Background: an optimization exercise with open tools, aiming at small area, a short achievable clock period and few clock cycles. Do not read the settings as production practice.
Where RTL was checked, it was by simulation tests only, not by an equivalence proof against the original.
Only the layout flow was run in runs 1 to 6; the RTL was not checked for function there.
Power is estimated from default activity; no workload was simulated.

==> flow/design.v <==
package ise_pkg;
   typedef struct packed {
      logic insert;    
      logic close;     
   } cell_ctrl_type;
   localparam logic [1:0] ST_EMPTY = 2'b00;
   localparam logic [1:0] ST_OPEN  = 2'b01;
endpackage
module ise_cell #(
   parameter int VALUE_WIDTH = 16
) (
   input  logic                          clock,
   input  logic                          reset,
   input  ise_pkg::cell_ctrl_type        ctrl,
   input  logic signed [VALUE_WIDTH-1:0] new_value,
   input  logic                          new_par,
   input  logic                          new_c,
   input  logic signed [VALUE_WIDTH-1:0] next_value,
   input  logic signed [VALUE_WIDTH-1:0] right_value,
   input  logic [1:0]                    right_state,
   input  logic                          right_c,
   input  logic                          right_stay,
   output logic signed [VALUE_WIDTH-1:0] value,
   output logic [1:0]                    state,
   output logic                          c,
   output logic                          stay,
   output logic [1:0]                    state_next
);
   function automatic logic greater(input logic [VALUE_WIDTH-1:0] a, input logic [VALUE_WIDTH-1:0] b);
      logic [VALUE_WIDTH-1:0] g, e;    
      g = {~a[VALUE_WIDTH-1] & b[VALUE_WIDTH-1], a[VALUE_WIDTH-2:0] & ~b[VALUE_WIDTH-2:0]};
      e = {~a[VALUE_WIDTH-1] | b[VALUE_WIDTH-1], a[VALUE_WIDTH-2:0] | ~b[VALUE_WIDTH-2:0]};
      for (int w = 1; w < VALUE_WIDTH; w = w * 2) begin
         for (int k = 0; k + w < VALUE_WIDTH; k = k + 2 * w) begin
            g[k] = g[k + w] | (e[k + w] & g[k]);
            e[k] = e[k + w] & e[k];
         end
      end
      greater = g[0];
   endfunction
   logic signed [VALUE_WIDTH-1:0] value_ff, value_in;
   logic [1:0]                    state_ff, state_src, state_in;
   logic                          g_ff, g_in;
   logic take_self, take_new, take_right;
   assign stay  = state_ff == ise_pkg::ST_OPEN && (!ctrl.insert || g_ff);
   assign c     = greater(value_ff, next_value);
   assign value = value_ff;
   assign state = state_ff;
   assign state_next = state_in;
   assign take_self  = stay;
   assign take_new   = !stay && right_stay;
   assign take_right = !stay && !right_stay;
   always_comb begin
      value_in  = ({VALUE_WIDTH{take_self}}  & value_ff)
                | ({VALUE_WIDTH{take_new}}   & new_value)
                | ({VALUE_WIDTH{take_right}} & right_value);
      state_src = ({2{take_self}}  & state_ff)
                | ({2{take_new}}   & (ctrl.insert ? ise_pkg::ST_OPEN : ise_pkg::ST_EMPTY))
                | ({2{take_right}} & right_state);
      g_in      = (take_self & c) | (take_new & new_c) | (take_right & right_c);
      state_in  = (ctrl.close && state_src == ise_pkg::ST_OPEN) ? {1'b1, new_par} : state_src;
   end
   always_ff @(posedge clock) begin
      value_ff <= value_in;
      g_ff     <= g_in;
      if (reset) begin
         state_ff <= ise_pkg::ST_EMPTY;
      end else begin
         state_ff <= state_in;
      end
   end
endmodule
module insertion_sort_engine #(
   parameter int DEPTH       = 32,
   parameter int VALUE_WIDTH = 16
) (
   input  logic                          clock,
   input  logic                          reset,
   input  logic                          start,
   output logic                          busy,
   input  logic signed [VALUE_WIDTH-1:0] req_value,
   input  logic                          req_last,
   output logic                          rsp_strobe,
   output logic signed [VALUE_WIDTH-1:0] rsp_value_res,
   output logic                          rsp_last_res,
   output logic                          rsp_dropped
);
   logic signed [VALUE_WIDTH-1:0] value_w [DEPTH];
   logic [1:0]                    state_w [DEPTH];
   logic [1:0]                    state_next_w [DEPTH];
   logic [DEPTH-1:0]              c_w;
   logic [DEPTH-1:0]              stay_w;
   logic                          nx_valid_ff;
   logic signed [VALUE_WIDTH-1:0] nx_value_ff;
   logic                          nx_last_ff;
   logic                          in_valid_ff;
   logic signed [VALUE_WIDTH-1:0] in_value_ff;
   logic          insert_ff;                 
   logic          close_ff;                  
   logic [$clog2(DEPTH+1)-1:0] count_ff;     
   logic          full;
   logic          full_next;
   logic          par_ff;                    
   logic          ovf_open_ff;               
   logic          ovf_head_ff;               
   logic          new_c_ff;                  
   logic          head_out_ff;               
   logic          head_last_ff;              
   ise_pkg::cell_ctrl_type ctrl;
   assign full      = count_ff == DEPTH;
   assign full_next = !ctrl.close && (full || (count_ff == DEPTH - 1 && ctrl.insert));
   assign ctrl.insert = insert_ff;
   assign ctrl.close  = close_ff;
   function automatic logic greater(input logic [VALUE_WIDTH-1:0] a, input logic [VALUE_WIDTH-1:0] b);
      logic [VALUE_WIDTH-1:0] g, e;
      g = {~a[VALUE_WIDTH-1] & b[VALUE_WIDTH-1], a[VALUE_WIDTH-2:0] & ~b[VALUE_WIDTH-2:0]};
      e = {~a[VALUE_WIDTH-1] | b[VALUE_WIDTH-1], a[VALUE_WIDTH-2:0] | ~b[VALUE_WIDTH-2:0]};
      for (int w = 1; w < VALUE_WIDTH; w = w * 2) begin
         for (int k = 0; k + w < VALUE_WIDTH; k = k + 2 * w) begin
            g[k] = g[k + w] | (e[k + w] & g[k]);
            e[k] = e[k + w] & e[k];
         end
      end
      greater = g[0];
   endfunction
   for (genvar i = 0; i < DEPTH; i++) begin : g_cell
      logic signed [VALUE_WIDTH-1:0] right_value;
      logic [1:0]                    right_state;
      logic                          right_c;
      logic                          right_stay;
      if (i == DEPTH - 1) begin : g_tail
         assign right_value = '0;
         assign right_state = ise_pkg::ST_EMPTY;
         assign right_c     = 1'b0;
         assign right_stay  = 1'b1;
      end else begin : g_inner
         assign right_value = value_w[i+1];
         assign right_state = state_w[i+1];
         assign right_c     = c_w[i+1];
         assign right_stay  = stay_w[i+1];
      end
      ise_cell #(
         .VALUE_WIDTH (VALUE_WIDTH)
      ) u_cell (
         .clock       (clock),
         .reset       (reset),
         .ctrl        (ctrl),
         .new_value   (in_value_ff),
         .new_par     (par_ff),
         .new_c       (new_c_ff),
         .next_value  (nx_value_ff),
         .right_value (right_value),
         .right_state (right_state),
         .right_c     (right_c),
         .right_stay  (right_stay),
         .value       (value_w[i]),
         .state       (state_w[i]),
         .c           (c_w[i]),
         .stay        (stay_w[i]),
         .state_next  (state_next_w[i])
      );
   end
   always_ff @(posedge clock) begin
      nx_value_ff  <= req_value;
      nx_last_ff   <= req_last;
      in_value_ff  <= nx_value_ff;
      new_c_ff     <= greater(nx_value_ff, req_value);
      head_last_ff <= state_next_w[1] != state_next_w[0];
      if (reset) begin
         nx_valid_ff <= 1'b0;
         in_valid_ff <= 1'b0;
         insert_ff   <= 1'b0;
         close_ff    <= 1'b0;
         count_ff    <= '0;
         head_out_ff <= 1'b0;
         par_ff      <= 1'b0;
         ovf_open_ff <= 1'b0;
         ovf_head_ff <= 1'b0;
      end else begin
         nx_valid_ff <= start;
         in_valid_ff <= nx_valid_ff;
         insert_ff   <= nx_valid_ff && !full_next;
         close_ff    <= nx_valid_ff && nx_last_ff;
         head_out_ff <= state_next_w[0][1];
         if (ctrl.close) begin
            count_ff <= '0;
         end else if (ctrl.insert) begin
            count_ff <= count_ff + 1'b1;
         end
         if (ctrl.close) begin
            par_ff      <= !par_ff;
            ovf_open_ff <= 1'b0;
         end else if (in_valid_ff && full) begin
            ovf_open_ff <= 1'b1;
         end
         if (ctrl.close && (ovf_open_ff || full)) begin
            ovf_head_ff <= 1'b1;
         end else if (head_out_ff && head_last_ff) begin
            ovf_head_ff <= 1'b0;
         end
      end
   end
   assign busy          = 1'b0;
   assign rsp_strobe    = head_out_ff;
   assign rsp_value_res = value_w[0];
   assign rsp_last_res  = head_last_ff;
   assign rsp_dropped   = ovf_head_ff;
endmodule
==> flow/run.sh <==
#!/bin/bash
# synth_recipe.tcl (not shown) runs the flow's synth.tcl, then flattens the netlist and writes it again
# the make line also repeats each setting of config.mk as NAME=value (left out here)
make -C /OpenROAD-flow-scripts/flow DESIGN_CONFIG=/design/flow/config.mk WORK_HOME=/design/flow/orfs CLKGATE_MAP_FILE= SYNTH_SCRIPT=/design/flow/synth_recipe.tcl finish
==> flow/config.mk <==
export PLATFORM = sky130hd
export DESIGN_NAME = insertion_sort_engine
export DESIGN_NICKNAME = insertion_sort_engine
export VERILOG_FILES = /design/flow/design.v
export SDC_FILE = /design/flow/constraint.sdc
export NUM_CORES = 4
export LEC_CHECK = 0
export CAP_MARGIN = 20
export CORE_MARGIN = 2
export CORE_UTILIZATION = 40
export CTS_BUF_LIST = sky130_fd_sc_hd__clkbuf_16
export CTS_CLUSTER_DIAMETER = 80
export CTS_CLUSTER_SIZE = 24
export SETUP_SLACK_MARGIN = 2.3
export SLEW_MARGIN = 20
==> flow/constraint.sdc <==
create_clock -name core_clock -period 4.5 [get_ports {clock}]
set_input_delay 0.9000 -clock core_clock [delete_from_list [all_inputs] [get_ports {clock}]]
set_output_delay 0.9000 -clock core_clock [all_outputs]
set_load 0.01 [all_outputs]
==> results of run 1 <==
==> per-stage QoR <==
step	worst slack [ns]	instance area [sq um]
after CTS	2.12	37200
after detailed placement	1.24	34800
final	2.11	37800
after floorplan	1.98	33700
after global placement	1.25	34800
after global routing	2.02	37800
==> power by group through the flow <==
stage | clock network [W] | logic (W) | registers [W]
after global placement | 0 | 0.00213 | 0.00746
after floorplan | 0 | 0.00165 | 0.00713
final | 0.00394 | 0.00247 | 0.00737
after detailed placement | 0 | 0.00216 | 0.00747
after global routing | 0.00422 | 0.00268 | 0.00747
after CTS | 0.00400 | 0.00233 | 0.00734
==> area by class of cell <==
type	instances	area [sq um]
Fill cell	8308	45800
Clock inverter	20	189
Sequential cell	656	13400
Timing Repair Buffer	218	2300
Timing Repair inverter	3	23.8
Multi-Input combinational cell	2984	18900
Inverter	119	603
Antenna cell	1	2.50
Clock buffer	41	1030
Tap cell	1080	1350
==> registers in the layout, summed over array words and instances, names as in the netlist, 6 cells and up, named ones only <==
register and flops:
nx_value_ff 16, in_value_ff 16, g_cell.u_cell.value_ff 496, count_ff 6, g_cell.u_cell.state_ff 63, g_cell.u_cell.g_ff 32
==> worst reg2reg max path, delay by kind of cell, from the launching register on <==
family | cells | cell delay (ns)
AOI/OAI and AO/OA | 2 | 0.36
adders and majority gates | 3 | 1.05
buffers and inverters | 4 | 0.53
DFF | 1 | 0.39
==> metal layers <==
| layer | up-vias | global-route usage | share of wire |
|---|---|---|---|
| met5 | - | 0 | 0.000095 |
| met4 | 2 | 0.0951 | 0.036 |
| met3 | 222 | 0.0396 | 0.076 |
| met2 | 1111 | 0.399 | 0.44 |
| met1 | 14500 | 0.361 | 0.45 |
| li1 | 14500 | - | - |
==> Yosys cell counts (5+ instances only) <==
library cell | count | area (sq um)
o22a_1 | 6 | 52.6
buf_2 | 55 | 275
maj3_1 | 67 | 671
o211ai_1 | 40 | 300
a211oi_1 | 16 | 120
edfxtp_1 | 16 | 480
buf_1 | 41 | 154
a221oi_1 | 34 | 298
mux2_2 | 9 | 101
nor2b_1 | 63 | 394
o221a_2 | 5 | 56.3
dfxtp_1 | 640 | 12800
and4_1 | 6 | 52.6
o2111ai_1 | 13 | 114
a2111oi_0 | 14 | 123
nor3_1 | 24 | 120
o21ai_0 | 101 | 505
nor4_1 | 17 | 106
nor2_1 | 626 | 2350
a21o_1 | 21 | 158
inv_1 | 111 | 417
nand2_1 | 193 | 724
o221ai_1 | 59 | 517
nor3b_1 | 15 | 113
mux2i_1 | 517 | 5170
a22oi_1 | 63 | 473
clkbuf_1 | 261 | 980
a31oi_1 | 22 | 138
a21oi_1 | 745 | 3730
nand2b_1 | 99 | 619
o31ai_1 | 5 | 37.5
a222oi_1 | 16 | 160
a211o_1 | 5 | 43.8
o22ai_1 | 88 | 551
a22o_1 | 18 | 158
nand3_1 | 33 | 165
==> kinds of logic (layout without fill, tap and decap cells) <==
group / count (synthesis) / count (layout)
xor+xnor: 4 / 4
compound gates: 1290 / 1290
buf+inv: 482 / 401
mux: 526 / 526
other cells: 1 / 2
fa+ha+maj: 73 / 73
flops: 656 / 656
simple gates: 1088 / 1090
==> placed cells by master (no fill, tap or decap), types with 21 or more instances in the layout <==
master,count
a21o_1,21
a21oi_1,744
a221oi_1,22
a22oi_1,57
buf_12,24
buf_4,121
buf_6,23
clkbuf_16,43
dfxtp_1,598
dfxtp_2,32
inv_1,105
maj3_1,67
mux2i_1,517
nand2_1,191
nand2b_1,98
nand3_1,33
nor2_1,623
nor2b_1,62
nor3_1,24
o211ai_1,40
o21ai_0,95
o221ai_1,46
o22ai_1,87
==> timing repair <==
item                       in CTS  in global routing
pin swaps                      44                 60
setup buffers                  55                 22
setup endpoints to repair     286                 70
cloned                          8                  2
gates resized for setup       167                 83
==> worst max path at each step <==
stage	cells past startpoint	end	start
4_1_cts	8	g_cell[23].u_cell.g_ff$_DFF_P_	nx_value_ff[2]$_DFF_P_
3_3_place_gp	8	new_c_ff$_DFF_P_	req_value[0]
2_1_floorplan	7	new_c_ff$_DFF_P_	req_value[0]
3_5_place_dp	8	new_c_ff$_DFF_P_	req_value[0]
6_report	9	new_c_ff$_DFF_P_	nx_value_ff[2]$_DFF_P_
5_1_grt	11	g_cell[5].u_cell.g_ff$_DFF_P_	nx_value_ff[2]$_DFF_P_
==> flow_metrics.env, run 1 <==
export IMPL_status="no timing/DRC/antenna violations"
export IMPL_fin_util=0.452
export IMPL_yosys_warnings=5
export IMPL_worst_r2r_setup_slack_ns=2.11
export IMPL_crit_type="register to register"
export IMPL_period_share=0.532
export IMPL_synthXorXnorAreaFrac=0.00104
export IMPL_irDropWorstVdd_mv=0.340
export IMPL_reg2regPathDepth=9
export IMPL_fp_coreArea_sq_um=83600
export IMPL_min_to="nx_value_ff[0]$_DFF_P_"
export IMPL_vias_per_cell=5.92
export IMPL_syn_inst=4120
export IMPL_areaGrowthSynthToFinish_pct=12.2
export IMPL_rows=106
export IMPL_htreeDepth=2
export IMPL_drt_iter0_drc=3085
export IMPL_totalWireLength_um=116000
export IMPL_drive_gt1_frac=0.0958
export IMPL_synth_top_family_by_area="compound AO/OA/AOI/OAI gates"
export IMPL_cp_data_arrival_time_ns=2.94
export IMPL_clockRootBuffer="clkbuf_16"
export IMPL_netlist_area_sq_um=33700
export IMPL_worst_pin_slew_ns=1.21
export IMPL_die_height_um=294
export IMPL_drc=0
export IMPL_dieArea_sq_um=86500
export IMPL_grt_total_usage=0.258
export IMPL_p_comb_frac=0.179
export IMPL_critPathMostFrequentCell="maj3_2"
export IMPL_synth_adder_area_share=0.0220
export IMPL_slew_viol_final=0
export IMPL_rsz0062_at_grt="yes"
export IMPL_max_cap_violations=0
export IMPL_muxShareOfSynthArea=0.157
export IMPL_dr_pass1_iters=6
export IMPL_synth_compound_area_frac=0.228
export IMPL_grt_max_degree=56
export IMPL_p_seq_frac=0.535
export IMPL_slowest_stage="dfxtp_4"
export IMPL_die_x_um=294
export IMPL_rr_endpoint="new_c_ff$_DFF_P_"
export IMPL_power_share_clock=0.286
export IMPL_hp_start="req_value[0]"
export IMPL_clockBufferDepth=3
export IMPL_gr_total_overflow=0
export IMPL_placedCellCount=4972
export IMPL_skew_ns=0.0223
export IMPL_setup_violations_final=0
export IMPL_fmax_mhz=418
export IMPL_fin_cells=5122
export IMPL_antenna_found_initial=3
export IMPL_report_final_hold_viol_count=0
export IMPL_ant_nets=0
export IMPL_syn_avg_cell_area_sq_um=8.18
export IMPL_async_flop_share=0
export IMPL_p_int_w=0.00943
export IMPL_cts_tree="built"
export IMPL_numPortBuffers=38
export IMPL_grt_pass1_wl_um=172000
export IMPL_crit_chain="clkinvlp_4 -> buf_12 -> buf_16 -> buf_4 -> maj3_2 -> maj3_2 -> maj3_2 -> o211a_1 -> o21ai_2"
export IMPL_synth_seq_cells=656
export IMPL_layout_nets=4042
export IMPL_startpoint_type="register"
export IMPL_worstPathRequired_ns=5.04
export IMPL_p_sw_w=0.00435
export IMPL_synth_edf_count=16
export IMPL_power_leakage_nw=18.0
export IMPL_gp_congestion=0.850
export IMPL_worstPathMaxFanout=3
export IMPL_cp_top_family="adder cells"
export IMPL_cts_hold_buf=0
export IMPL_synth_cell_types=66
export IMPL_holdPathStages=1
export IMPL_grt_pass1_vias=27600
export IMPL_clkLatencyLatePin_ns=0.61
export IMPL_r2r_start="nx_value_ff[2]$_DFF_P_"
export IMPL_slew_headroom=0.194
export IMPL_critPathMaxStageDelay_ns=0.39
export IMPL_floorplan_initialDensity=0.403
export IMPL_hold_path_class="input pin to register"
export IMPL_dp_hpwl_um=68200
export IMPL_yosysSeqAreaShare=0.395
export IMPL_powerDensity_nw_per_um2=365
export IMPL_final_setup_tns_ns=0
export IMPL_synth_ff_type="dfxtp_1"
export IMPL_finalPower_w=0.0138
export IMPL_cp_end_kind="register"
export IMPL_vias=30300
export IMPL_pin_count=40
export IMPL_cts_buffers=38
export IMPL_swShare=0.316
export IMPL_routedWlPerCell_um=22.7
export IMPL_whs_ns=0.415
export IMPL_synth_simple_gate_area_frac=0.140
export IMPL_min_period_ns=2.39
export IMPL_path_buf_inv=4
export IMPL_path_clk_slew_ns=0.10
export IMPL_syn_nets=4142
export IMPL_cts_sinks=656
==> run 2: changes to the inputs <==
--- a/flow/config.mk
+++ b/flow/config.mk
@@ -8,8 +8,5 @@
 export CAP_MARGIN = 20
 export CORE_MARGIN = 2
 export CORE_UTILIZATION = 40
-export CTS_BUF_LIST = sky130_fd_sc_hd__clkbuf_16
-export CTS_CLUSTER_DIAMETER = 80
-export CTS_CLUSTER_SIZE = 24
 export SETUP_SLACK_MARGIN = 2.3
 export SLEW_MARGIN = 20
==> flow_metrics.env, run 2 <==
export IMPL_status="no timing/DRC/antenna violations"
export IMPL_cts_sinks=656
export IMPL_skew_ns=0.0242
export IMPL_largest_reg_flops=496
export IMPL_synth_top_area_frac=0.380
export IMPL_yosysTopAreaCell="dfxtp_1"
export IMPL_yosysMostFrequentCell="a21oi_1"
export IMPL_hold_path_class="input pin to register"
export IMPL_clkLatencyLatePin_ns=0.63
export IMPL_routedWlPerCell_um=22.8
export IMPL_cp_data_arrival_time_ns=2.86
export IMPL_synth_edf_count=16
export IMPL_power_share_clock=0.389
export IMPL_largestRegisters="g_cell.u_cell.value_ff: 496 flops, g_cell.u_cell.state_ff: 63 flops, g_cell.u_cell.g_ff: 32 flops"
export IMPL_htreeDepth=3
export IMPL_yosys_warnings=5
export IMPL_totalWireLength_um=118000
export IMPL_p_int_w=0.0115
export IMPL_ant_nets=0
export IMPL_slew_headroom=0.174
export IMPL_pin_count=40
export IMPL_cts_tree="built"
export IMPL_rsz0062_at_grt="yes"
export IMPL_dp_hpwl_um=68200
export IMPL_vias=30800
export IMPL_stdcell_area_sq_um=38900
export IMPL_min_period_ns=2.31
export IMPL_cts_hold_buf=0
export IMPL_setup_violations_final=0
export IMPL_final_setup_tns_ns=0
export IMPL_fin_ws_ns=2.19
export IMPL_numPortBuffers=38
export IMPL_placedCellCount=4972
export IMPL_synthTopCellsByArea="dfxtp_1 38%, mux2i_1 15%, a21oi_1 11%"
export IMPL_powerDensity_nw_per_um2=414
export IMPL_pre_cts_slack_ns=1.24
export IMPL_syn_avg_cell_area_sq_um=8.18
export IMPL_report_final_hold_viol_count=0
export IMPL_clockBufferDepth=3
export IMPL_grt_pass1_wl_um=174000
export IMPL_vias_per_cell=5.93
export IMPL_grt_total_usage=0.262
export IMPL_antenna_found_initial=1
export IMPL_gp_congestion=0.850
export IMPL_swShare=0.289
export IMPL_regMostFlops="g_cell.u_cell.value_ff"
export IMPL_synth_seq_cells=656
export IMPL_path_clk_slew_ns=0.06
export IMPL_async_flop_share=0
export IMPL_power_leakage_nw=18.6
export IMPL_syn_inst=4120
export IMPL_fin_cells=5189
export IMPL_rows=106
export IMPL_crit_type="register to register"
export IMPL_fp_coreArea_sq_um=83600
export IMPL_yosysSeqAreaShare=0.395
export IMPL_cts_buffers=76
export IMPL_dr_pass1_iters=6
export IMPL_drc=0
export IMPL_die_x_um=294
export IMPL_gr_total_overflow=0
export IMPL_final_common_cell="a21oi_1"
export IMPL_fin_util=0.466
export IMPL_drt_iter0_drc=3205
export IMPL_drive_gt1_frac=0.105
export IMPL_areaGrowthSynthToFinish_pct=15.6
export IMPL_final_cell_mix="741 x a21oi_1, 622 x nor2_1, 600 x dfxtp_1"
export IMPL_netlist_area_sq_um=33700
export IMPL_grt_pass1_vias=28000
export IMPL_irDropWorstVdd_mv=0.342
export IMPL_fmax_mhz=433
export IMPL_die_height_um=294
export IMPL_startpoint_type="register"
export IMPL_synth_cell_types=66
export IMPL_clockRootBuffer="clkbuf_16"
export IMPL_worstPathRequired_ns=5.05
export IMPL_layout_nets=4072
export IMPL_placed_area_sq_um=34800
export IMPL_floorplan_initialDensity=0.403
export IMPL_cp_end_kind="register"
export IMPL_synth_top_cells_by_count="745 x a21oi_1, 640 x dfxtp_1, 626 x nor2_1"
export IMPL_syn_nets=4142
export IMPL_period_share=0.513
export IMPL_worstPathMaxFanout=5
export IMPL_dieArea_sq_um=86500
export IMPL_slew_viol_final=0
export IMPL_p_comb_frac=0.152
export IMPL_p_seq_frac=0.459
export IMPL_p_sw_w=0.00465
export IMPL_synth_ff_type="dfxtp_1"
export IMPL_max_cap_violations=0
export IMPL_worst_pin_slew_ns=1.24
export IMPL_grt_max_degree=56
==> run 2: cell counts after synthesis <==
No cell type changed its count.
==> run 2: path summary, 6_finish.rpt <==
path                                              from                      to  slack (ns)  cells after the start
worst max-delay path            nx_value_ff[1]$_DFF_P_        new_c_ff$_DFF_P_        2.19                      7
worst min-delay path                      req_value[0]  nx_value_ff[0]$_DFF_P_        0.40                      1
worst max register to register  nx_value_ff[1]$_DFF_P_        new_c_ff$_DFF_P_        2.19                      7
worst min register to register      nx_last_ff$_DFF_P_     close_ff$_SDFF_PP0_        0.44                      1
==> run 2: layout make-up <==
type,instances,area [sq um]
Clock buffer,111,2260
Fill cell,8187,44600
Tap cell,1080,1350
Antenna cell,3,7.51
Sequential cell,656,13400
Inverter,119,589
Clock inverter,23,240
Multi-Input combinational cell,2984,18900
Timing Repair Buffer,209,2210
Timing Repair inverter,4,32.5
==> run 2: power by group through the flow <==
stage	clock network (W)	logic, W	registers [W]
floorplan	0	0.00165	0.00713
global placement	0	0.00213	0.00746
detailed placement	0	0.00216	0.00747
CTS	0.00634	0.00230	0.00736
global route	0.00660	0.00266	0.00748
finish	0.00626	0.00246	0.00739
==> run 2: logic make-up after synthesis <==
group	count (synthesis)	synth area share
DFF	656	0.395
xor gates and xnor gates	4	0.00104
adders and majority gates	73	0.0220
muxes	526	0.157
buffers and inverters	482	0.0568
other	1	0.000111
AOI/OAI and AO/OA	1290	0.228
and+or+nand+nor	1088	0.140
==> run 2: routing by layer <==
layer	vias up	part of all wire	GRT usage
li1	14600	-	-
met1	14700	0.44	0.363
met2	1204	0.43	0.407
met3	278	0.080	0.0455
met4	0	0.041	0.0974
met5	-	0	0
==> run 2: what timing repair did <==
item | 4_1_cts | 5_1_grt
setup buffers | 43 | 23
endpoints found under the setup margin | 243 | 61
gates resized for setup | 150 | 94
cloned | 10 | 3
pin swaps | 26 | 47
==> run 2: worst max-delay path, cell delays in order (launching register included) <==
cell	delay (ns)
dfxtp_4	0.47
inv_16	0.05
maj3_2	0.31
maj3_2	0.34
maj3_2	0.37
maj3_2	0.33
o211a_1	0.24
o21ai_2	0.12
==> run 2: per-stage QoR <==
stage                     hold slack, ns  power (W)
final                              0.399     0.0161
after global routing               0.388     0.0167
after CTS                          0.382     0.0160
after detailed placement           0.391    0.00963
after global placement             0.382    0.00960
after floorplan                    0.326    0.00878
==> run 3: changes to the inputs <==
--- a/flow/config.mk
+++ b/flow/config.mk
@@ -8,5 +8,8 @@
 export CAP_MARGIN = 20
 export CORE_MARGIN = 2
 export CORE_UTILIZATION = 40
+export CTS_BUF_LIST = sky130_fd_sc_hd__clkbuf_8
+export CTS_CLUSTER_DIAMETER = 60
+export CTS_CLUSTER_SIZE = 14
 export SETUP_SLACK_MARGIN = 2.3
 export SLEW_MARGIN = 20
==> flow_metrics.env, run 3 <==
export IMPL_powerDensity_nw_per_um2=360
export IMPL_synth_seq_cells=656
export IMPL_rsz0062_at_grt="yes"
export IMPL_r2r_start="nx_value_ff[2]$_DFF_P_"
export IMPL_startpoint_type="register"
export IMPL_pre_cts_slack_ns=1.24
export IMPL_worstPathRequired_ns=5.13
export IMPL_cts_buffers=57
export IMPL_synth_ff_type="dfxtp_1"
export IMPL_yosysMostFrequentCell="a21oi_1"
export IMPL_slew_viol_final=0
export IMPL_yosysTopAreaCell="dfxtp_1"
export IMPL_totalWireLength_um=117000
export IMPL_critPathMostFrequentCell="maj3_2"
export IMPL_netlist_area_sq_um=33700
export IMPL_cp_top_family="adder cells"
export IMPL_placed_area_sq_um=34800
export IMPL_grt_max_degree=56
export IMPL_crit_type="register to register"
export IMPL_clockBufferDepth=3
export IMPL_synth_top_area_frac=0.380
export IMPL_dp_hpwl_um=68200
export IMPL_hp_start="req_value[0]"
export IMPL_critPathLaunch="nx_value_ff[2]$_DFF_P_"
export IMPL_min_period_ns=2.40
export IMPL_syn_nets=4142
export IMPL_final_cell_mix="741 x a21oi_1, 623 x nor2_1, 593 x dfxtp_1"
export IMPL_fp_coreArea_sq_um=83600
export IMPL_dr_pass1_iters=7
export IMPL_largestRegisters="g_cell.u_cell.value_ff: 496 flops, g_cell.u_cell.state_ff: 63 flops, g_cell.u_cell.g_ff: 32 flops"
export IMPL_cts_hold_buf=0
export IMPL_routedWlPerCell_um=22.7
export IMPL_areaGrowthSynthToFinish_pct=12.1
export IMPL_max_cap_violations=0
export IMPL_path_buf_inv=4
export IMPL_stdcell_area_sq_um=37800
export IMPL_dieArea_sq_um=86500
export IMPL_drt_iter0_drc=3055
export IMPL_path_clk_slew_ns=0.09
export IMPL_gp_congestion=0.850
export IMPL_yosysSeqAreaShare=0.395
export IMPL_period_share=0.534
export IMPL_slew_headroom=0.181
export IMPL_vias_per_cell=5.93
export IMPL_worstPathMaxFanout=5
export IMPL_pin_count=40
export IMPL_power_leakage_nw=18.1
export IMPL_status="no timing/DRC/antenna violations"
export IMPL_gr_total_overflow=0
export IMPL_floorplan_initialDensity=0.403
export IMPL_cp_end_kind="register"
export IMPL_largest_reg_flops=496
export IMPL_clkLatencyLatePin_ns=0.72
export IMPL_irDropWorstVdd_mv=0.211
export IMPL_vias=30600
export IMPL_placedCellCount=4972
export IMPL_syn_inst=4120
export IMPL_syn_avg_cell_area_sq_um=8.18
export IMPL_cts_tree="built"
export IMPL_cts_sinks=656
export IMPL_cp_data_arrival_time_ns=3.04
export IMPL_drc=0
export IMPL_rows=106
export IMPL_layout_nets=4078
export IMPL_critPathMaxStageDelay_ns=0.38
export IMPL_worst_pin_slew_ns=1.23
export IMPL_async_flop_share=0
export IMPL_clockRootBuffer="clkbuf_8"
export IMPL_htreeDepth=2
export IMPL_numPortBuffers=38
export IMPL_grt_pass1_wl_um=173000
export IMPL_fin_ws_ns=2.10
export IMPL_hold_path_class="input pin to register"
export IMPL_antenna_found_initial=3
export IMPL_synthTopCellsByArea="dfxtp_1 38%, mux2i_1 15%, a21oi_1 11%"
export IMPL_final_setup_tns_ns=0
export IMPL_setup_violations_final=0
export IMPL_grt_total_usage=0.260
export IMPL_synth_cell_types=66
export IMPL_slowest_stage="dfxtp_4"
export IMPL_fmax_mhz=416
export IMPL_drive_gt1_frac=0.110
export IMPL_final_common_cell="a21oi_1"
export IMPL_grt_pass1_vias=27800
export IMPL_synth_edf_count=16
export IMPL_whs_ns=0.437
export IMPL_ant_nets=0
export IMPL_synth_top_cells_by_count="745 x a21oi_1, 640 x dfxtp_1, 626 x nor2_1"
export IMPL_report_final_hold_viol_count=0
export IMPL_regMostFlops="g_cell.u_cell.value_ff"
export IMPL_die_x_um=294
export IMPL_fin_cells=5164
export IMPL_skew_ns=0.0324
export IMPL_die_height_um=294
export IMPL_crit_chain="clkinvlp_4 -> buf_12 -> buf_12 -> buf_16 -> maj3_2 -> maj3_2 -> maj3_2 -> o211a_1 -> o21ai_1"
export IMPL_yosys_warnings=5
-- run 3: cell counts after synthesis --
Identical to the previous run, type by type.
-- run 3: power breakdown --
group / internal (W) / leakage, nW / total (W) / switching, W
combinational: 0.00120 / 11.9 / 0.00251 / 0.00131
sequential: 0.00652 / 5.54 / 0.00737 / 0.000843
clock: 0.00156 / 0.602 / 0.00370 / 0.00214
-- run 3: final timing paths --
kind | slack [ns] | endpoint | depth (start not counted)
worst max-delay path | 2.10 | new_c_ff$_DFF_P_ | 9
worst min-delay path | 0.44 | nx_value_ff[0]$_DFF_P_ | 1
worst max register to register | 2.10 | new_c_ff$_DFF_P_ | 9
worst min register to register | 0.45 | close_ff$_SDFF_PP0_ | 1
-- run 3: metal layers --
metal | up-vias | track usage | wire length, um
li1 | 14600 | - | -
met1 | 14600 | 0.362 | 52700
met2 | 1194 | 0.402 | 51100
met3 | 232 | 0.0453 | 9390
met4 | 0 | 0.0951 | 4280
met5 | - | 0 | 0
-- run 3: stage by stage --
stage               utilization  total power (W)
finish                    0.452           0.0136
detailed placement        0.417          0.00963
CTS                       0.446           0.0135
floorplan                     -          0.00878
global route              0.452           0.0142
global placement          0.417          0.00960
-- run 3: logic make-up after synthesis --
kind of cell | count (synthesis) | share of synthesized area
compound gates | 1290 | 0.228
xor+xnor | 4 | 0.00104
fa+ha+maj | 73 | 0.0220
buf+inv | 482 | 0.0568
flops | 656 | 0.395
mux | 526 | 0.157
other cells | 1 | 0.000111
simple gates | 1088 | 0.140
-- run 3: what timing repair did --
item,in CTS,in global routing
setup buffers,74,17
setup endpoints to repair,323,57
cloned,10,3
pin swaps,52,60
gates resized for setup,251,61
-- run 3: cell type report --
class	instances	area [sq um]
inverters	119	594
multi-input cells	2984	18900
repair buffers	235	2370
diodes	2	5.00
repair inverters	3	23.8
clock buffers	63	867
fillers	8344	45800
flip-flops and latches	656	13400
clock inverters	22	234
well taps	1080	1350
==> run 4: changes to the inputs <==
--- a/flow/design.v
+++ b/flow/design.v
@@ -90,6 +90,9 @@
    logic [1:0]                    state_next_w [DEPTH];
    logic [DEPTH-1:0]              c_w;
    logic [DEPTH-1:0]              stay_w;
+   logic                          rx_valid_ff;
+   logic signed [VALUE_WIDTH-1:0] rx_value_ff;
+   logic                          rx_last_ff;
    logic                          nx_valid_ff;
    logic signed [VALUE_WIDTH-1:0] nx_value_ff;
    logic                          nx_last_ff;
@@ -161,12 +164,15 @@
       );
    end
    always_ff @(posedge clock) begin
-      nx_value_ff  <= req_value;
-      nx_last_ff   <= req_last;
+      rx_value_ff  <= req_value;
+      rx_last_ff   <= req_last;
+      nx_value_ff  <= rx_value_ff;
+      nx_last_ff   <= rx_last_ff;
       in_value_ff  <= nx_value_ff;
-      new_c_ff     <= greater(nx_value_ff, req_value);
+      new_c_ff     <= greater(nx_value_ff, rx_value_ff);
       head_last_ff <= state_next_w[1] != state_next_w[0];
       if (reset) begin
+         rx_valid_ff <= 1'b0;
          nx_valid_ff <= 1'b0;
          in_valid_ff <= 1'b0;
          insert_ff   <= 1'b0;
@@ -177,7 +183,8 @@
          ovf_open_ff <= 1'b0;
          ovf_head_ff <= 1'b0;
       end else begin
-         nx_valid_ff <= start;
+         rx_valid_ff <= start;
+         nx_valid_ff <= rx_valid_ff;
          in_valid_ff <= nx_valid_ff;
          insert_ff   <= nx_valid_ff && !full_next;
          close_ff    <= nx_valid_ff && nx_last_ff;
--- a/flow/config.mk
+++ b/flow/config.mk
@@ -8,8 +8,8 @@
 export CAP_MARGIN = 20
 export CORE_MARGIN = 2
 export CORE_UTILIZATION = 40
-export CTS_BUF_LIST = sky130_fd_sc_hd__clkbuf_8
-export CTS_CLUSTER_DIAMETER = 60
-export CTS_CLUSTER_SIZE = 14
+export CTS_BUF_LIST = sky130_fd_sc_hd__clkbuf_16
+export CTS_CLUSTER_DIAMETER = 80
+export CTS_CLUSTER_SIZE = 24
 export SETUP_SLACK_MARGIN = 2.3
 export SLEW_MARGIN = 20
==> flow_metrics.env, run 4 <==
export IMPL_hold_path_class="register to register"
export IMPL_final_setup_tns_ns=0
export IMPL_startpoint_type="register"
export IMPL_holdPathStages=0
export IMPL_final_common_cell="a21oi_1"
export IMPL_period_share=0.502
export IMPL_dr_pass1_iters=9
export IMPL_async_flop_share=0
export IMPL_worst_pin_slew_ns=1.26
export IMPL_yosysTopAreaCell="dfxtp_1"
export IMPL_cp_end_kind="register"
export IMPL_fin_ws_ns=2.24
export IMPL_cts_tree="built"
export IMPL_areaGrowthSynthToFinish_pct=11.0
export IMPL_r2r_start="nx_value_ff[4]$_DFF_P_"
export IMPL_setup_violations_final=0
export IMPL_final_cell_mix="656 x a21oi_1, 615 x dfxtp_1, 605 x nor2_1"
export IMPL_highest_layer="met4"
export IMPL_m1WireLength_um=52400
export IMPL_worst_r2r_setup_slack_ns=2.24
export IMPL_pin_count=40
export IMPL_gr_total_overflow=0
export IMPL_yosysSeqAreaShare=0.396
export IMPL_dp_hpwl_um=77000
export IMPL_regMostFlops="g_cell.u_cell.value_ff"
export IMPL_layout_nets=4155
export IMPL_synthTopCellsByArea="dfxtp_1 38%, mux2i_1 13%, a21oi_1 9.5%"
export IMPL_critPathLaunch="nx_value_ff[4]$_DFF_P_"
export IMPL_fmax_mhz=443
export IMPL_largestRegisters="g_cell.u_cell.value_ff: 496 flops, g_cell.u_cell.state_ff: 63 flops, g_cell.u_cell.g_ff: 32 flops"
export IMPL_worstPathMaxFanout=17
export IMPL_grt_pass1_vias=28900
export IMPL_synth_seq_cells=674
export IMPL_synth_top_area_frac=0.382
export IMPL_hp_start="rx_last_ff$_DFF_P_"
export IMPL_numPortBuffers=38
export IMPL_dieArea_sq_um=88600
export IMPL_grt_pass1_wl_um=182000
export IMPL_floorplan_initialDensity=0.404
export IMPL_yosys_warnings=5
export IMPL_netlist_area_sq_um=34500
export IMPL_synth_edf_count=16
export IMPL_skew_ns=0.0279
export IMPL_slowest_stage="dfxtp_4"
export IMPL_syn_inst=4262
export IMPL_synth_ff_type="dfxtp_1"
export IMPL_rows=107
export IMPL_cts_buffers=39
export IMPL_min_period_ns=2.26
export IMPL_critPathMostFrequentCell="mux2_2"
export IMPL_crit_chain="clkinv_8 -> buf_12 -> a222oi_1 -> nand3_1 -> o311ai_2 -> o21ai_1 -> mux2_2 -> mux2_2"
export IMPL_routedWlPerCell_um=23.7
export IMPL_clockBufferDepth=3
export IMPL_fp_coreArea_sq_um=85300
export IMPL_max_cap_violations=0
export IMPL_rsz0062_at_grt="yes"
export IMPL_status="no timing/DRC/antenna violations"
export IMPL_critPathMaxStageDelay_ns=0.41
export IMPL_drt_iter0_drc=3462
export IMPL_totalWireLength_um=126000
export IMPL_syn_nets=4284
export IMPL_min_to="nx_last_ff$_DFF_P_"
export IMPL_cts_sinks=674
export IMPL_irDropWorstVdd_mv=0.276
export IMPL_gp_congestion=0.876
export IMPL_report_final_hold_viol_count=0
export IMPL_htreeDepth=2
export IMPL_largest_reg_flops=496
export IMPL_pre_cts_slack_ns=1.41
export IMPL_yosysMostFrequentCell="dfxtp_1"
export IMPL_vias=31800
export IMPL_route_met2_wl_um=57300
export IMPL_clkLatencyLatePin_ns=0.62
export IMPL_fill_cells=8512
export IMPL_slew_viol_final=0
export IMPL_die_height_um=298
export IMPL_grt_max_degree=56
export IMPL_ant_nets=0
export IMPL_synth_top_cells_by_count="658 x dfxtp_1, 657 x a21oi_1, 607 x nor2_1"
export IMPL_wl_met3_um=10600
export IMPL_die_x_um=298
export IMPL_antenna_found_initial=0
export IMPL_crit_type="register to register"
export IMPL_powerDensity_nw_per_um2=350
export IMPL_power_leakage_nw=18.1
export IMPL_grt_total_usage=0.266
export IMPL_vias_per_cell=6.00
export IMPL_syn_avg_cell_area_sq_um=8.09
export IMPL_worstPathRequired_ns=5.00
export IMPL_rr_endpoint="g_cell[7].u_cell.g_ff$_DFF_P_"
export IMPL_reg2regPathDepth=8
export IMPL_slew_headroom=0.159
export IMPL_synth_cell_types=78
export IMPL_drive_gt1_frac=0.0885
export IMPL_drc=0
export IMPL_path_clk_slew_ns=0.10
export IMPL_clockRootBuffer="clkbuf_16"
export IMPL_cp_data_arrival_time_ns=2.76
-- run 4: cell count changes after synthesis, sizes merged, moves of 28 or more --
cell    change
nand2     +162
buf        +91
a21oi      -88
clkbuf     -77
mux2i      -65
a31oi      +38
o21ai      +36
a22oi      -32
inv        +29
o22ai      +28
-- run 4: critical path: cells and delay by family, from the launching register on --
kind	cells	cell delay [ns]
compound gates	3	0.78
buf+inv	2	0.27
flops	1	0.41
mux	2	0.54
simple gates	1	0.16
-- run 4: per-stage QoR --
step	total power (W)	instances	hold slack, ns	area [sq um]	util
2_1_floorplan	0.00845	4262	0.310	34500	-
3_3_place_gp	0.00923	5168	0.316	35500	0.417
3_5_place_dp	0.00925	5168	0.318	35500	0.417
4_1_cts	0.0133	5266	0.342	37500	0.439
5_1_grt	0.0139	5302	0.352	38300	0.449
6_report	0.0134	5304	0.343	38300	0.449
-- run 4: timing repair --
item | in CTS | in global routing
hold buffers | 0 | 0
endpoints found under the setup margin | 379 | 92
resized for setup | 147 | 109
gates cloned | 2 | 10
buffers inserted | 30 | 26
pin swaps | 13 | 21
-- run 4: worst max-delay path by stage --
stage | end | slack (ns) | cells past startpoint
2_1_floorplan | g_cell[10].u_cell.g_ff$_DFF_P_ | 2.58 | 9
3_3_place_gp | g_cell[27].u_cell.g_ff$_DFF_P_ | 1.46 | 8
3_5_place_dp | g_cell[7].u_cell.g_ff$_DFF_P_ | 1.41 | 8
4_1_cts | g_cell[27].u_cell.g_ff$_DFF_P_ | 2.29 | 6
5_1_grt | g_cell[7].u_cell.g_ff$_DFF_P_ | 2.20 | 8
6_report | g_cell[7].u_cell.g_ff$_DFF_P_ | 2.24 | 8
-- run 4: cell type report --
class	count	area (sq um)	area share
clock inverters	25	229	0.00598
inverters	147	679	0.0178
multi-input cells	3068	19000	0.496
repair buffers	202	2150	0.0561
clock buffers	41	1030	0.0268
repair inverters	1	5.00	0.000131
flip-flops and latches	674	13800	0.359
well taps	1144	1430	0.0374
diodes	2	5.00	0.000131
-- run 4: where the power goes --
| group | internal [W] | switching [W] |
|---|---|---|
| Combinational | 0.000934 | 0.00113 |
| Clock | 0.00178 | 0.00227 |
| Sequential | 0.00653 | 0.000760 |
-- run 4: cells by family (layout without fill, tap and decap cells) --
group	after synthesis	count (layout)	synth area share
AOI/OAI and AO/OA	1332	1335	0.238
xor gates and xnor gates	4	4	0.00102
adders and majority gates	53	53	0.0156
buffers and inverters	524	416	0.0655
DFF	674	674	0.396
muxes	461	461	0.134
other	1	3	0.000109
and+or+nand+nor	1213	1214	0.150
-- run 4: layer usage --
| layer | GRT usage | vias up |
|---|---|---|
| met1 | 0.353 | 15200 |
| met3 | 0.0378 | 286 |
| met2 | 0.430 | 1372 |
| li1 | - | 14900 |
| met5 | 0 | - |
| met4 | 0.114 | 0 |
==> run 5: changes to the inputs <==
--- a/flow/config.mk
+++ b/flow/config.mk
@@ -11,5 +11,5 @@
 export CTS_BUF_LIST = sky130_fd_sc_hd__clkbuf_16
 export CTS_CLUSTER_DIAMETER = 80
 export CTS_CLUSTER_SIZE = 24
-export SETUP_SLACK_MARGIN = 2.3
+export SETUP_SLACK_MARGIN = 2.5
 export SLEW_MARGIN = 20
==> flow_metrics.env, run 5 <==
export IMPL_p_comb_frac=0.172
export IMPL_synth_compound_area_frac=0.238
export IMPL_areaGrowthSynthToFinish_pct=17.4
export IMPL_grt_max_degree=56
export IMPL_vias=33100
export IMPL_synth_seq_cells=674
export IMPL_ant_nets=0
export IMPL_min_period_ns=2.22
export IMPL_setup_violations_final=0
export IMPL_grt_total_usage=0.277
export IMPL_p_sw_w=0.00433
export IMPL_dr_pass1_iters=7
export IMPL_worstPathRequired_ns=5.01
export IMPL_crit_chain="inv_8 -> buf_12 -> a222oi_1 -> nand3_1 -> o311ai_2 -> o21ai_1 -> mux2_4 -> mux2_4"
export IMPL_clockRootBuffer="clkbuf_16"
export IMPL_synth_top_area_frac=0.382
export IMPL_yosys_warnings=5
export IMPL_dp_hpwl_um=77000
export IMPL_n_antenna_cell=0
export IMPL_cp_end_kind="register"
export IMPL_floorplan_initialDensity=0.404
export IMPL_dieArea_sq_um=88600
export IMPL_synth_edf_count=16
export IMPL_gp_congestion=0.876
export IMPL_synth_cell_types=78
export IMPL_die_x_um=298
export IMPL_p_seq_frac=0.532
export IMPL_swShare=0.315
export IMPL_yosysSeqAreaShare=0.396
export IMPL_gr_total_overflow=0
export IMPL_htreeDepth=2
export IMPL_syn_nets=4284
export IMPL_grt_pass1_vias=29700
export IMPL_cts_tree="built"
export IMPL_rows=107
export IMPL_report_final_hold_viol_count=0
export IMPL_pin_count=40
export IMPL_hold_path_class="register to register"
export IMPL_die_height_um=298
export IMPL_largest_reg_flops=496
export IMPL_synth_adder_area_share=0.0156
export IMPL_slowest_stage="dfxtp_4"
export IMPL_critPathMaxStageDelay_ns=0.39
export IMPL_slew_headroom=0.165
export IMPL_slew_viol_final=0
export IMPL_cts_hold_buf=0
export IMPL_fmax_mhz=450
export IMPL_largestRegisters="g_cell.u_cell.value_ff: 496 flops, g_cell.u_cell.state_ff: 63 flops, g_cell.u_cell.g_ff: 32 flops"
export IMPL_numPortBuffers=38
export IMPL_path_clk_slew_ns=0.10
export IMPL_critPathMostFrequentCell="mux2_4"
export IMPL_p_int_w=0.00941
export IMPL_regMostFlops="g_cell.u_cell.value_ff"
export IMPL_final_common_cell="a21oi_1"
export IMPL_synth_top_cells_by_count="658 x dfxtp_1, 657 x a21oi_1, 607 x nor2_1"
export IMPL_drc=0
export IMPL_drive_gt1_frac=0.141
export IMPL_max_cap_violations=0
export IMPL_routedWlPerCell_um=25.0
export IMPL_worst_pin_slew_ns=1.25
export IMPL_crit_type="register to register"
export IMPL_final_setup_tns_ns=0
export IMPL_synth_ff_type="dfxtp_1"
export IMPL_antenna_found_initial=1
export IMPL_placed_area_sq_um=35500
export IMPL_skew_ns=0.0277
export IMPL_fp_coreArea_sq_um=85300
export IMPL_vias_per_cell=6.11
export IMPL_totalWireLength_um=135000
export IMPL_muxShareOfSynthArea=0.134
export IMPL_cp_data_arrival_time_ns=2.73
export IMPL_yosysMostFrequentCell="dfxtp_1"
export IMPL_period_share=0.494
export IMPL_final_cell_mix="642 x a21oi_1, 605 x dfxtp_1, 603 x nor2_1"
export IMPL_powerDensity_nw_per_um2=339
export IMPL_yosysTopAreaCell="dfxtp_1"
export IMPL_synth_top_family_by_area="compound AO/OA/AOI/OAI gates"
export IMPL_fill_cells=8292
export IMPL_startpoint_type="register"
export IMPL_stdcell_area_sq_um=40500
export IMPL_irDropWorstVdd_mv=0.276
export IMPL_synthTopCellsByArea="dfxtp_1 38%, mux2i_1 13%, a21oi_1 9.5%"
export IMPL_netlist_area_sq_um=34500
export IMPL_syn_avg_cell_area_sq_um=8.09
export IMPL_async_flop_share=0
export IMPL_grt_pass1_wl_um=189000
export IMPL_syn_inst=4262
export IMPL_cts_buffers=39
export IMPL_clkLatencyLatePin_ns=0.62
export IMPL_clockBufferDepth=3
export IMPL_drt_iter0_drc=4181
export IMPL_status="no timing/DRC/antenna violations"
export IMPL_power_share_clock=0.297
export IMPL_synth_simple_gate_area_frac=0.150
export IMPL_rsz0062_at_grt="yes"
export IMPL_layout_nets=4277
export IMPL_synthXorXnorAreaFrac=0.00102
export IMPL_worstPathMaxFanout=17
export IMPL_power_leakage_nw=19.0
export IMPL_cts_sinks=674
run 5: cell counts after synthesis:
Identical to the previous run, type by type.
run 5: cells by family (layout without fill, tap and decap cells):
| family | count (synthesis) | in the layout |
|---|---|---|
| compound gates | 1332 | 1335 |
| xor+xnor | 4 | 4 |
| fa+ha+maj | 53 | 53 |
| buf+inv | 524 | 537 |
| flops | 674 | 674 |
| mux | 461 | 461 |
| other cells | 1 | 1 |
| simple gates | 1213 | 1215 |
run 5: worst max-delay path, delay by kind of cell (launching register included):
kind,cells,cell delay [ns]
buf+inv,2,0.26
flops,1,0.39
simple gates,1,0.15
compound gates,3,0.77
mux,2,0.53
run 5: timing repair:
item | in CTS | in global routing
buffers inserted | 72 | 87
pin swaps | 57 | 98
endpoints found under the setup margin | 590 | 230
gates cloned | 13 | 18
resized for setup | 353 | 214
run 5: power groups by stage:
stage | sequential (W) | combinational, W | clock [W]
5_1_grt | 0.00736 | 0.00251 | 0.00434
6_report | 0.00730 | 0.00236 | 0.00407
3_5_place_dp | 0.00740 | 0.00185 | 0
2_1_floorplan | 0.00705 | 0.00140 | 0
4_1_cts | 0.00726 | 0.00207 | 0.00412
3_3_place_gp | 0.00741 | 0.00183 | 0
run 5: final timing paths:
kind | start | endpoint | slack, ns | cells past startpoint
worst max register to register | nx_value_ff[4]$_DFF_P_ | g_cell[7].u_cell.g_ff$_DFF_P_ | 2.28 | 8
worst min-delay path | rx_last_ff$_DFF_P_ | nx_last_ff$_DFF_P_ | 0.34 | 0
worst max-delay path | nx_value_ff[4]$_DFF_P_ | g_cell[7].u_cell.g_ff$_DFF_P_ | 2.28 | 8
worst min register to register | rx_last_ff$_DFF_P_ | nx_last_ff$_DFF_P_ | 0.34 | 0
run 5: through the flow:
stage	power, W	instances	util	worst slack, ns	hold WS, ns
floorplan	0.00845	4262	-	2.58	0.310
global placement	0.00923	5168	0.417	1.46	0.316
detailed placement	0.00925	5168	0.417	1.41	0.318
CTS	0.0135	5319	0.453	2.30	0.342
global route	0.0142	5424	0.475	2.23	0.352
finish	0.0137	5424	0.475	2.28	0.344
run 5: cell type report:
cell class,instances,area (sq um),share of cell area
tap,1144,1430,0.0353
inverter,147,761,0.0188
clock buffer,41,1030,0.0253
sequential,674,13800,0.340
multi-input combinational,3069,19500,0.482
timing repair inverter,6,67.6,0.00167
timing repair buffer,318,3670,0.0906
clock inverter,25,229,0.00565
run 5: routing by layer:
metal | share of wire | vias up | track usage | routed length, um
met2 | 0.44 | 1724 | 0.443 | 60000
met3 | 0.095 | 380 | 0.0424 | 12800
met5 | 0 | - | 0 | 0
li1 | - | 15200 | - | -
met4 | 0.051 | 0 | 0.126 | 6920
met1 | 0.41 | 15800 | 0.368 | 55700
==> run 6: changes to the inputs <==
--- a/flow/config.mk
+++ b/flow/config.mk
@@ -7,9 +7,9 @@
 export LEC_CHECK = 0
 export CAP_MARGIN = 20
 export CORE_MARGIN = 2
-export CORE_UTILIZATION = 40
+export CORE_UTILIZATION = 60
 export CTS_BUF_LIST = sky130_fd_sc_hd__clkbuf_16
 export CTS_CLUSTER_DIAMETER = 80
 export CTS_CLUSTER_SIZE = 24
-export SETUP_SLACK_MARGIN = 2.5
+export SETUP_SLACK_MARGIN = 2.3
 export SLEW_MARGIN = 20
==> flow_metrics.env, run 6 <==
export IMPL_status="no timing/DRC/antenna violations"
export IMPL_numPortBuffers=38
export IMPL_syn_nets=4284
export IMPL_worstPathRequired_ns=4.99
export IMPL_syn_avg_cell_area_sq_um=8.09
export IMPL_synth_ff_type="dfxtp_1"
export IMPL_hold_path_class="register to register"
export IMPL_cts_tree="built"
export IMPL_min_period_ns=2.24
export IMPL_grt_pass1_wl_um=186000
export IMPL_fin_ws_ns=2.26
export IMPL_synth_top_family_by_area="compound AO/OA/AOI/OAI gates"
export IMPL_async_flop_share=0
export IMPL_final_common_cell="a21oi_1"
export IMPL_cts_buffers=37
export IMPL_fill_cells=4829
export IMPL_setup_violations_final=0
export IMPL_final_setup_tns_ns=0
export IMPL_muxShareOfSynthArea=0.134
export IMPL_yosysTopAreaCell="dfxtp_1"
export IMPL_cts_hold_buf=0
export IMPL_cp_data_arrival_time_ns=2.73
export IMPL_drt_iter0_drc=3811
export IMPL_fp_coreArea_sq_um=56600
export IMPL_pin_count=40
export IMPL_gp_congestion=0.959
export IMPL_cp_end_kind="register"
export IMPL_period_share=0.497
export IMPL_rows=87
export IMPL_regMostFlops="g_cell.u_cell.value_ff"
export IMPL_rsz0062_at_grt="yes"
export IMPL_grt_total_usage=0.406
export IMPL_htreeDepth=2
export IMPL_synth_top_cells_by_count="658 x dfxtp_1, 657 x a21oi_1, 607 x nor2_1"
export IMPL_dp_hpwl_um=78200
export IMPL_grt_pass1_vias=31000
export IMPL_dr_pass1_iters=9
export IMPL_skew_ns=0.0164
export IMPL_die_height_um=244
export IMPL_floorplan_initialDensity=0.609
export IMPL_antenna_found_initial=6
export IMPL_synth_simple_gate_area_frac=0.150
export IMPL_drive_gt1_frac=0.0864
export IMPL_netlist_area_sq_um=34500
export IMPL_die_x_um=244
export IMPL_clockRootBuffer="clkbuf_16"
export IMPL_irDropWorstVdd_mv=0.365
export IMPL_worst_pin_slew_ns=1.24
export IMPL_synth_seq_cells=674
export IMPL_ant_nets=0
export IMPL_finalPower_w=0.0133
export IMPL_slew_viol_final=0
export IMPL_clkLatencyLatePin_ns=0.60
export IMPL_synth_top_area_frac=0.382
export IMPL_synth_adder_area_share=0.0156
export IMPL_layout_nets=4171
export IMPL_yosys_warnings=5
export IMPL_clockBufferDepth=3
export IMPL_startpoint_type="register"
export IMPL_yosysSeqAreaShare=0.396
export IMPL_areaGrowthSynthToFinish_pct=9.38
export IMPL_grt_max_degree=56
export IMPL_path_clk_slew_ns=0.09
export IMPL_synthTopCellsByArea="dfxtp_1 38%, mux2i_1 13%, a21oi_1 9.5%"
export IMPL_powerDensity_nw_per_um2=351
export IMPL_final_cell_mix="656 x a21oi_1, 622 x dfxtp_1, 605 x nor2_1"
export IMPL_crit_type="register to register"
export IMPL_syn_inst=4262
export IMPL_synth_edf_count=16
export IMPL_worstPathMaxFanout=8
export IMPL_gr_total_overflow=0
export IMPL_largest_reg_flops=496
export IMPL_synth_cell_types=78
export IMPL_max_cap_violations=0
export IMPL_synth_compound_area_frac=0.238
export IMPL_dieArea_sq_um=59400
export IMPL_routedWlPerCell_um=25.7
export IMPL_totalWireLength_um=127000
export IMPL_pre_cts_slack_ns=1.32
export IMPL_cts_sinks=674
export IMPL_fmax_mhz=447
export IMPL_drc=0
export IMPL_yosysMostFrequentCell="dfxtp_1"
export IMPL_report_final_hold_viol_count=0
export IMPL_vias_per_cell=6.75
export IMPL_vias=33200
export IMPL_largestRegisters="g_cell.u_cell.value_ff: 496 flops, g_cell.u_cell.state_ff: 63 flops, g_cell.u_cell.g_ff: 32 flops"
export IMPL_synthXorXnorAreaFrac=0.00102
export IMPL_power_leakage_nw=18.1
export IMPL_slew_headroom=0.174
[run 6: cell counts after synthesis]
Identical to the previous run, type by type.
[run 6: worst paths after layout]
kind | depth (start not counted) | end | slack, ns | startpoint
max | 9 | g_cell[24].u_cell.g_ff$_DFF_P_ | 2.26 | nx_value_ff[6]$_DFF_P_
min | 0 | nx_last_ff$_DFF_P_ | 0.35 | rx_last_ff$_DFF_P_
max reg2reg | 9 | g_cell[24].u_cell.g_ff$_DFF_P_ | 2.26 | nx_value_ff[6]$_DFF_P_
min reg2reg | 0 | nx_last_ff$_DFF_P_ | 0.35 | rx_last_ff$_DFF_P_
[run 6: where the power goes]
group          internal [W]  switching [W]  total, W
combinational      0.000932        0.00117   0.00211
sequential          0.00653       0.000740   0.00727
clock               0.00175        0.00213   0.00387
total               0.00921        0.00404    0.0133
[run 6: logic make-up (layout without fill, tap and decap cells)]
kind of cell,count (synthesis),in the layout
multiplexers,461,461
AND/OR/NAND/NOR,1213,1215
other,1,3
buffers and inverters,524,424
flip-flops,674,674
adder cells (fa/ha/maj),53,53
XOR/XNOR,4,4
AO/OA/AOI/OAI,1332,1336
[run 6: per-layer routing]
layer  track usage  share of wire  vias up  wire, um
met5             0        0.00010        -        13
met4         0.287          0.081        2     10200
met3        0.0725           0.10      609     12700
met2         0.657           0.45     2061     57200
met1         0.489           0.37    15600     46500
li1              -              -    15000         -
[run 6: timing repair]
item                       CTS  global route
hold endpoints to repair     0             0
cloned                       6             7
buffers inserted            31            33
pin swaps                   15            33
setup endpoints to repair  458           219
resized for setup          138           102
[run 6: critical path: stages (launching register included)]
cell and delay (ns):
dfxtp_4 0.38, buf_8 0.13, nor2_4 0.05, buf_12 0.15, a222oi_1 0.32, nand3_1 0.14, o311ai_2 0.29, o21ai_1 0.14
mux2_4 0.28, mux2_4 0.25
[run 6: final cells by class]
cell class                 count  area, sq um  share of cell area
sequential                   674        13700               0.364
clock buffer                  38          951              0.0252
inverter                     147          643              0.0170
antenna                        2         5.00            0.000133
multi-input combinational   3070        18900               0.502
tap                          756          946              0.0251
clock inverter                20          215             0.00570
timing repair buffer         219         2320              0.0614
[run 6: metrics by stage]
step / hold WS, ns / instances / utilization / cell area [sq um]
5_1_grt: 0.352 / 4924 / 0.666 / 37700
4_1_cts: 0.345 / 4883 / 0.653 / 37000
3_3_place_gp: 0.312 / 4788 / 0.620 / 35100
2_1_floorplan: 0.310 / 4262 / - / 34500
6_report: 0.346 / 4926 / 0.667 / 37700
3_5_place_dp: 0.323 / 4788 / 0.620 / 35100
==> run 7: changes to the inputs <==
--- a/flow/design.v
+++ b/flow/design.v
@@ -100,7 +100,7 @@
    logic signed [VALUE_WIDTH-1:0] in_value_ff;
    logic          insert_ff;                 
    logic          close_ff;                  
-   logic [$clog2(DEPTH+1)-1:0] count_ff;     
+   logic [5:0]    count_ff;                  
    logic          full;
    logic          full_next;
    logic          par_ff;                    
--- a/flow/config.mk
+++ b/flow/config.mk
@@ -13,3 +13,4 @@
 export CTS_CLUSTER_SIZE = 24
 export SETUP_SLACK_MARGIN = 2.3
 export SLEW_MARGIN = 20
+export TNS_END_PERCENT = 10
==> flow_metrics.env, run 7 <==
export IMPL_startpoint_type="register"
export IMPL_synth_cell_types=78
export IMPL_worstPathMaxFanout=18
export IMPL_fin_ws_ns=2.19
export IMPL_synth_top_cells_by_count="658 x dfxtp_1, 657 x a21oi_1, 607 x nor2_1"
export IMPL_cp_data_arrival_time_ns=2.78
export IMPL_finalPower_w=0.0132
export IMPL_gp_congestion=0.959
export IMPL_syn_inst=4262
export IMPL_max_cap_violations=0
export IMPL_grt_max_degree=56
export IMPL_areaGrowthSynthToFinish_pct=7.81
export IMPL_synth_edf_count=16
export IMPL_ant_nets=0
export IMPL_min_period_ns=2.31
export IMPL_clkLatencyLatePin_ns=0.60
export IMPL_yosysMostFrequentCell="dfxtp_1"
export IMPL_yosys_warnings=5
export IMPL_grt_pass1_wl_um=186000
export IMPL_path_clk_slew_ns=0.10
export IMPL_grt_busiest_layer="met2"
export IMPL_powerDensity_nw_per_um2=355
export IMPL_floorplan_initialDensity=0.609
export IMPL_regMostFlops="g_cell.u_cell.value_ff"
export IMPL_whs_ns=0.352
export IMPL_worst_pin_slew_ns=1.25
export IMPL_dr_pass1_iters=9
export IMPL_synthTopCellsByArea="dfxtp_1 38%, mux2i_1 13%, a21oi_1 9.5%"
export IMPL_largestRegisters="g_cell.u_cell.value_ff: 496 flops, g_cell.u_cell.state_ff: 63 flops, g_cell.u_cell.g_ff: 32 flops"
export IMPL_setup_violations_final=0
export IMPL_dp_hpwl_um=78200
export IMPL_cp_end_kind="register"
export IMPL_dieArea_sq_um=59400
export IMPL_syn_avg_cell_area_sq_um=8.09
export IMPL_hold_path_class="register to register"
export IMPL_fmax_mhz=433
export IMPL_die_x_um=244
export IMPL_drt_iter0_drc=3520
export IMPL_gr_total_overflow=0
export IMPL_grt_total_usage=0.406
export IMPL_async_flop_share=0
export IMPL_final_cell_mix="657 x a21oi_1, 627 x dfxtp_1, 605 x nor2_1"
export IMPL_final_common_cell="a21oi_1"
export IMPL_use_met3=0.0724
export IMPL_clockRootBuffer="clkbuf_16"
export IMPL_pre_cts_slack_ns=1.32
export IMPL_fin_util=0.657
export IMPL_cts_buffers=37
export IMPL_report_final_hold_viol_count=0
export IMPL_yosysTopAreaCell="dfxtp_1"
export IMPL_power_leakage_nw=18.0
export IMPL_routedWlPerCell_um=25.6
export IMPL_reg2regPathDepth=8
export IMPL_fill_cells=4892
export IMPL_holdPathStages=0
export IMPL_rsz0062_at_grt="yes"
export IMPL_vias_per_cell=6.72
export IMPL_skew_ns=0.0168
export IMPL_synth_ff_type="dfxtp_1"
export IMPL_rows=87
export IMPL_cts_hold_buf=0
export IMPL_period_share=0.513
export IMPL_drc=0
export IMPL_die_height_um=244
export IMPL_final_setup_tns_ns=0
export IMPL_drive_gt1_frac=0.0741
export IMPL_fp_coreArea_sq_um=56600
export IMPL_synth_top_area_frac=0.382
export IMPL_synth_seq_cells=674
export IMPL_totalWireLength_um=125000
export IMPL_status="no timing/DRC/antenna violations"
export IMPL_crit_type="register to register"
export IMPL_layout_nets=4134
export IMPL_slew_headroom=0.164
export IMPL_vias=32800
export IMPL_worstPathRequired_ns=4.98
export IMPL_netlist_area_sq_um=34500
export IMPL_cts_sinks=674
export IMPL_slew_viol_final=0
export IMPL_cts_tree="built"
export IMPL_largest_reg_flops=496
export IMPL_numPortBuffers=38
export IMPL_yosysSeqAreaShare=0.396
export IMPL_antenna_found_initial=2
export IMPL_met1_usage=0.487
export IMPL_syn_nets=4284
export IMPL_irDropWorstVdd_mv=0.352
export IMPL_clockBufferDepth=3
export IMPL_met2_usage=0.658
export IMPL_htreeDepth=2
export IMPL_pin_count=40
export IMPL_grt_pass1_vias=31000
-- run 7: metrics by stage --
| step | cells | cell area (sq um) |
|---|---|---|
| floorplan | 4262 | 34500 |
| global placement | 4788 | 35100 |
| detailed placement | 4788 | 35100 |
| CTS | 4879 | 36900 |
| global route | 4887 | 37200 |
| finish | 4888 | 37200 |
-- run 7: worst paths after layout --
path,start,to,slack [ns]
min reg2reg,rx_last_ff$_DFF_P_,nx_last_ff$_DFF_P_,0.35
max reg2reg,nx_value_ff[3]$_DFF_P_,g_cell[30].u_cell.g_ff$_DFF_P_,2.19
min,rx_last_ff$_DFF_P_,nx_last_ff$_DFF_P_,0.35
max,nx_value_ff[3]$_DFF_P_,g_cell[30].u_cell.g_ff$_DFF_P_,2.19
-- run 7: routing by layer --
layer | vias up | part of all wire
li1 | 14900 | -
met1 | 15400 | 0.37
met2 | 1914 | 0.45
met3 | 608 | 0.095
met4 | 2 | 0.080
met5 | - | 0.00010
-- run 7: power by group --
group	internal (W)	total, W	switching [W]	leakage, nW
combinational	0.000896	0.00204	0.00115	11.7
clock	0.00175	0.00387	0.00213	0.581
sequential	0.00653	0.00727	0.000737	5.69
total	0.00918	0.0132	0.00401	18.0
-- run 7: critical path, stage by stage (launching register included) --
cell,delay (ns)
dfxtp_2,0.44
inv_4,0.19
buf_4,0.27
a222oi_1,0.43
a221oi_1,0.15
o221ai_1,0.23
o211ai_1,0.15
mux2i_1,0.21
a21oi_1,0.12
-- run 7: kinds of logic after synthesis --
kind of cell	after synthesis	share of synthesized area
DFF	674	0.396
other	1	0.000109
adders and majority gates	53	0.0156
and+or+nand+nor	1213	0.150
buffers and inverters	524	0.0655
muxes	461	0.134
xor gates and xnor gates	4	0.00102
AOI/OAI and AO/OA	1332	0.238
-- run 7: repair_timing --
action                     4_1_cts  5_1_grt
pin swaps                       14        5
setup endpoints to repair      458      283
gates resized for setup        115       42
hold endpoints to repair         0        0
buffers inserted                27        5
gates cloned                     6        2
-- run 7: layout make-up --
type / count / area, sq um / share of cell area
multi-input combinational: 3069 / 18800 / 0.506
sequential: 674 / 13700 / 0.369
timing repair buffer: 183 / 1930 / 0.0519
clock buffer: 38 / 951 / 0.0256
tap: 756 / 946 / 0.0254
inverter: 147 / 621 / 0.0167
clock inverter: 20 / 215 / 0.00579
antenna: 1 / 2.50 / 0.0000673
Testbench counts of run 7, summed over its fixed seeds: cycles 6,595.

## what the ideal ports hide
Ports are ideal in the flow. The routed layouts listed here were re-timed in OpenROAD.
Step 1 (the two cells are an assumption about what drives the block):
set clk [get_ports {clock}]
set_driving_cell -lib_cell sky130_fd_sc_hd__clkbuf_16 $clk
set_driving_cell -lib_cell sky130_fd_sc_hd__buf_2 [delete_from_list [all_inputs] $clk]
Step 2 times the ports against the registers' clock, not the clock port: input delays grow and output delays shrink by t, the midpoint of the rising clock arrivals with the driver on.
a / b / c = ideal ports / drivers / drivers and shift; a / b = the first two.
run | t (ns) | setup WS [ns] | latest minus earliest clock arrival (ns) | worst data-port slew with drivers (ns) | pins driven straight from the clock port
run 1 | 0.661 | 2.108 / 2.108 / 1.560 | 0.025 / 0.024 | 0.05 | 1
run 2 | 0.677 | 2.192 / 2.192 / 1.578 | 0.025 / 0.025 | 0.05 | 1
run 3 | 0.762 | 2.095 / 2.095 / 1.389 | 0.035 / 0.035 | 0.06 | 1
run 4 | 0.670 | 2.242 / 2.242 / 2.106 | 0.039 / 0.040 | 0.04 | 1
run 5 | 0.669 | 2.277 / 2.277 / 2.086 | 0.034 / 0.035 | 0.04 | 1
run 6 | 0.651 | 2.263 / 2.257 / 2.261 | 0.020 / 0.021 | 0.05 | 1
run 7 | 0.651 | 2.192 / 2.192 / 2.192 | 0.017 / 0.018 | 0.04 | 1
After both steps every run listed still meets setup and hold. For run 3, which loses most, drivers alone change the setup slack by 0.000 ns; drivers and shift together by -0.706 ns.
